Source: an optimization exercise on an open RTL-to-GDS flow (aim: small area). Production flows keep margins and buffers that such runs may drop. The RTL was checked by simulation tests, not by an equivalence proof against the original design. Power and IR drop assume default switching activity.

==> flow/design.v (excerpt) <==
module lcd_ctrl_top (
    input  logic       clk,
    input  logic       rst,
    input  logic       wb_cyc,
    input  logic       wb_stb,
    input  logic       wb_we,
    input  logic [5:0] wb_adr,
    input  logic [7:0] wb_dat_w,
    output logic [7:0] wb_dat_r,
    output logic       wb_ack,
    output logic       lcd_e,
    output logic       lcd_rs,
    output logic [3:0] lcd_data
);
Size in the first run: roughly 1,100 cells after synthesis, about 12,000 µm² of cells after synthesis.
==> flow/config.mk <==
export PLATFORM = sky130hd
export DESIGN_NAME = lcd_ctrl_top
export DESIGN_NICKNAME = lcd_ctrl_top
export VERILOG_FILES = /design/flow/design.v
export SDC_FILE = /design/flow/constraint.sdc
export NUM_CORES = 4
export LEC_CHECK = 0
export CAP_MARGIN = 0
export CORE_MARGIN = 2
export CORE_UTILIZATION = 75
export SLEW_MARGIN = 0
export SYNTH_HIERARCHICAL = 1
export SYNTH_MINIMUM_KEEP_SIZE = 0
==> flow/constraint.sdc <==
create_clock -name core_clock -period 20.0 [get_ports {clk}]
set_input_delay 4.0000 -clock core_clock [delete_from_list [all_inputs] [get_ports {clk}]]
set_output_delay 4.0000 -clock core_clock [all_outputs]
set_load 0.01 [all_outputs]
standard.sh (not shown) runs the stock make flow with config.mk's settings and CLKGATE_MAP_FILE= SYNTH_SCRIPT=/design/flow/synth_recipe.tcl, a recipe that flattens the netlist after the stock synthesis.
==> flow/flow/run.sh <==
#!/bin/bash
# Layout flow: the standard flow (standard.sh) with two changes made
# through ORFS's own knobs:
#  - clock tree synthesis without dummy loads, with larger sink clusters
#  - port buffers use the smallest buffer cell
set -e
cp standard.sh standard_sh.log
export CTS_ARGS="-sink_clustering_enable -repair_clock_nets -dont_use_dummy_load -sink_clustering_size 10 -sink_clustering_max_diameter 50 -buf_list sky130_fd_sc_hd__clkbuf_4"
export BUFFER_PORTS_ARGS="-buffer_cell sky130_fd_sc_hd__buf_1"
bash standard.sh > standard.log 2>&1
The starting point finished with timing, DRC and antenna clean.
Rerun with:
--- a/flow/flow/run.sh
+++ b/flow/flow/run.sh
@@ -7,3 +7,3 @@
 cp standard.sh standard_sh.log
-export CTS_ARGS="-sink_clustering_enable -repair_clock_nets -dont_use_dummy_load -sink_clustering_size 10 -sink_clustering_max_diameter 50 -buf_list sky130_fd_sc_hd__clkbuf_4"
+export CTS_ARGS="-sink_clustering_enable -repair_clock_nets -dont_use_dummy_load -sink_clustering_size 8 -sink_clustering_max_diameter 40 -buf_list sky130_fd_sc_hd__clkbuf_4"
 export BUFFER_PORTS_ARGS="-buffer_cell sky130_fd_sc_hd__buf_1"
The changed run completed with no timing, DRC or antenna violations.
First-iteration DRC count increases by a few percent.
Routed wire length increases slightly.
Global-route usage increases by 0.26 points.
Worst hold slack gets worse by 8.2 ps.
Sequential power stays flat.
Cell area increases slightly.
Die area does not change.
Setup slack gets worse by 20 ps.
Rerun with:
--- a/flow/flow/run.sh
+++ b/flow/flow/run.sh
@@ -7,3 +7,3 @@
 cp standard.sh standard_sh.log
-export CTS_ARGS="-sink_clustering_enable -repair_clock_nets -dont_use_dummy_load -sink_clustering_size 8 -sink_clustering_max_diameter 40 -buf_list sky130_fd_sc_hd__clkbuf_4"
+export CTS_ARGS="-sink_clustering_enable -repair_clock_nets -dont_use_dummy_load -sink_clustering_size 16 -sink_clustering_max_diameter 60 -buf_list sky130_fd_sc_hd__clkbuf_8"
 export BUFFER_PORTS_ARGS="-buffer_cell sky130_fd_sc_hd__buf_1"
- The new run completed with no timing, DRC or antenna violations
- count of clock-buffer cells in the layout went down by 24
- area after synthesis is unchanged
- routed wire length falls by 0.98%
- total power decreases by 1.9%
- first-iteration DRC count went down by 3.8%
- setup slack degrades by 130 ps
- global-route usage went down by 0.34 points
- die area is unchanged
- cell area went down by 0.36%

Setup of run 1:
Another version of the RTL of lcd_ctrl_top (not shown whole).
Size in the first run: roughly 1100 cells after synthesis, ~300 flip-flops, ~34 I/O pins, about 0.012 mm2 of cells after synthesis.
Settings: LEC_CHECK=0, CAP_MARGIN=0, CORE_MARGIN=2, CORE_UTILIZATION=85, SLEW_MARGIN=0, SYNTH_HIERARCHICAL=1, SYNTH_MINIMUM_KEEP_SIZE=0; clock period 20.0 ns.
==> flow/flow/run.sh <==
#!/bin/bash
# Layout flow: the standard flow (standard.sh) with two changes made
# through ORFS's own knobs:
#  - clock tree synthesis without dummy loads, with larger sink clusters
#  - port buffers use the smallest buffer cell
set -e
cp standard.sh standard_sh.log
export CTS_ARGS="-sink_clustering_enable -repair_clock_nets -dont_use_dummy_load -sink_clustering_size 16 -sink_clustering_max_diameter 60 -buf_list sky130_fd_sc_hd__clkbuf_8"
export BUFFER_PORTS_ARGS="-buffer_cell sky130_fd_sc_hd__buf_1"
bash standard.sh > standard.log 2>&1
From the logs: run 1 reached the end of the flow and failed the layout checks with max-capacitance violations, max-slew violations.
For run 2, these inputs were changed with respect to run 1:
Settings: CORE_UTILIZATION now 75, was 85.
--- outcome ---
Run 2 did not stop at any stage, and its layout met the timing, DRC and antenna checks.
Looking at run 2 and run 1, the part of the power in the clock network is a wash.
Number of vias after detailed routing came out lower on run 2 than on run 1.
Looking at number of max-cap violations, run 2 sits 1 lower than run 1 does.
Re number of clock buffer instances in the layout: no difference whatsoever between run 2 and run 1.
[run 2] critical path arrival fell 0.23 ns relative to run 1
Any difference in share of the final layout cell area in multi-input gates between run 2 and run 1 is small enough to ignore.
Comparing run 1 against run 2, there is no change at all in proportion of synthesized chip area in sequential cells.

[re-timing with driven ports]
No port has a modelled driver above. Below, the same layouts with a new extraction and two added sets of constraints. Step 1 (the two cells are an assumption about what drives the block):
set clk [get_ports {clk}]
set_driving_cell -lib_cell sky130_fd_sc_hd__clkbuf_16 $clk
set_driving_cell -lib_cell sky130_fd_sc_hd__buf_2 [delete_from_list [all_inputs] $clk]
Step 2 adds t to the input delays and takes it off the output delays; t is the mean of the earliest and latest rising clock arrival at the registers after step 1. Input paths then give back, and output paths get back, about the clock's delay inside the block. Slacks: ideal / step 1 / step 2; pairs: ideal / step 1.
run | t (ns) | setup slack, ns | latest minus earliest clock arrival (ns) | cell pins on the clock port's net
the first run of note 1 | 0.674 | 9.297 / 9.275 / 9.275 | 0.079 / 0.079 | 1
the second run of note 1 | 0.705 | 9.277 / 9.255 / 9.255 | 0.053 / 0.053 | 1
the third run of note 1 | 0.595 | 9.151 / 9.130 / 9.130 | 0.047 / 0.047 | 1
run 1 | 0.589 | 8.769 / 8.746 / 8.746 | 0.040 / 0.041 | 1
run 2 | 0.587 | 8.998 / 8.971 / 8.971 | 0.033 / 0.033 | 1
For run 2, which loses most, drivers alone change the setup slack by -0.027 ns; drivers and shift together by -0.027 ns.
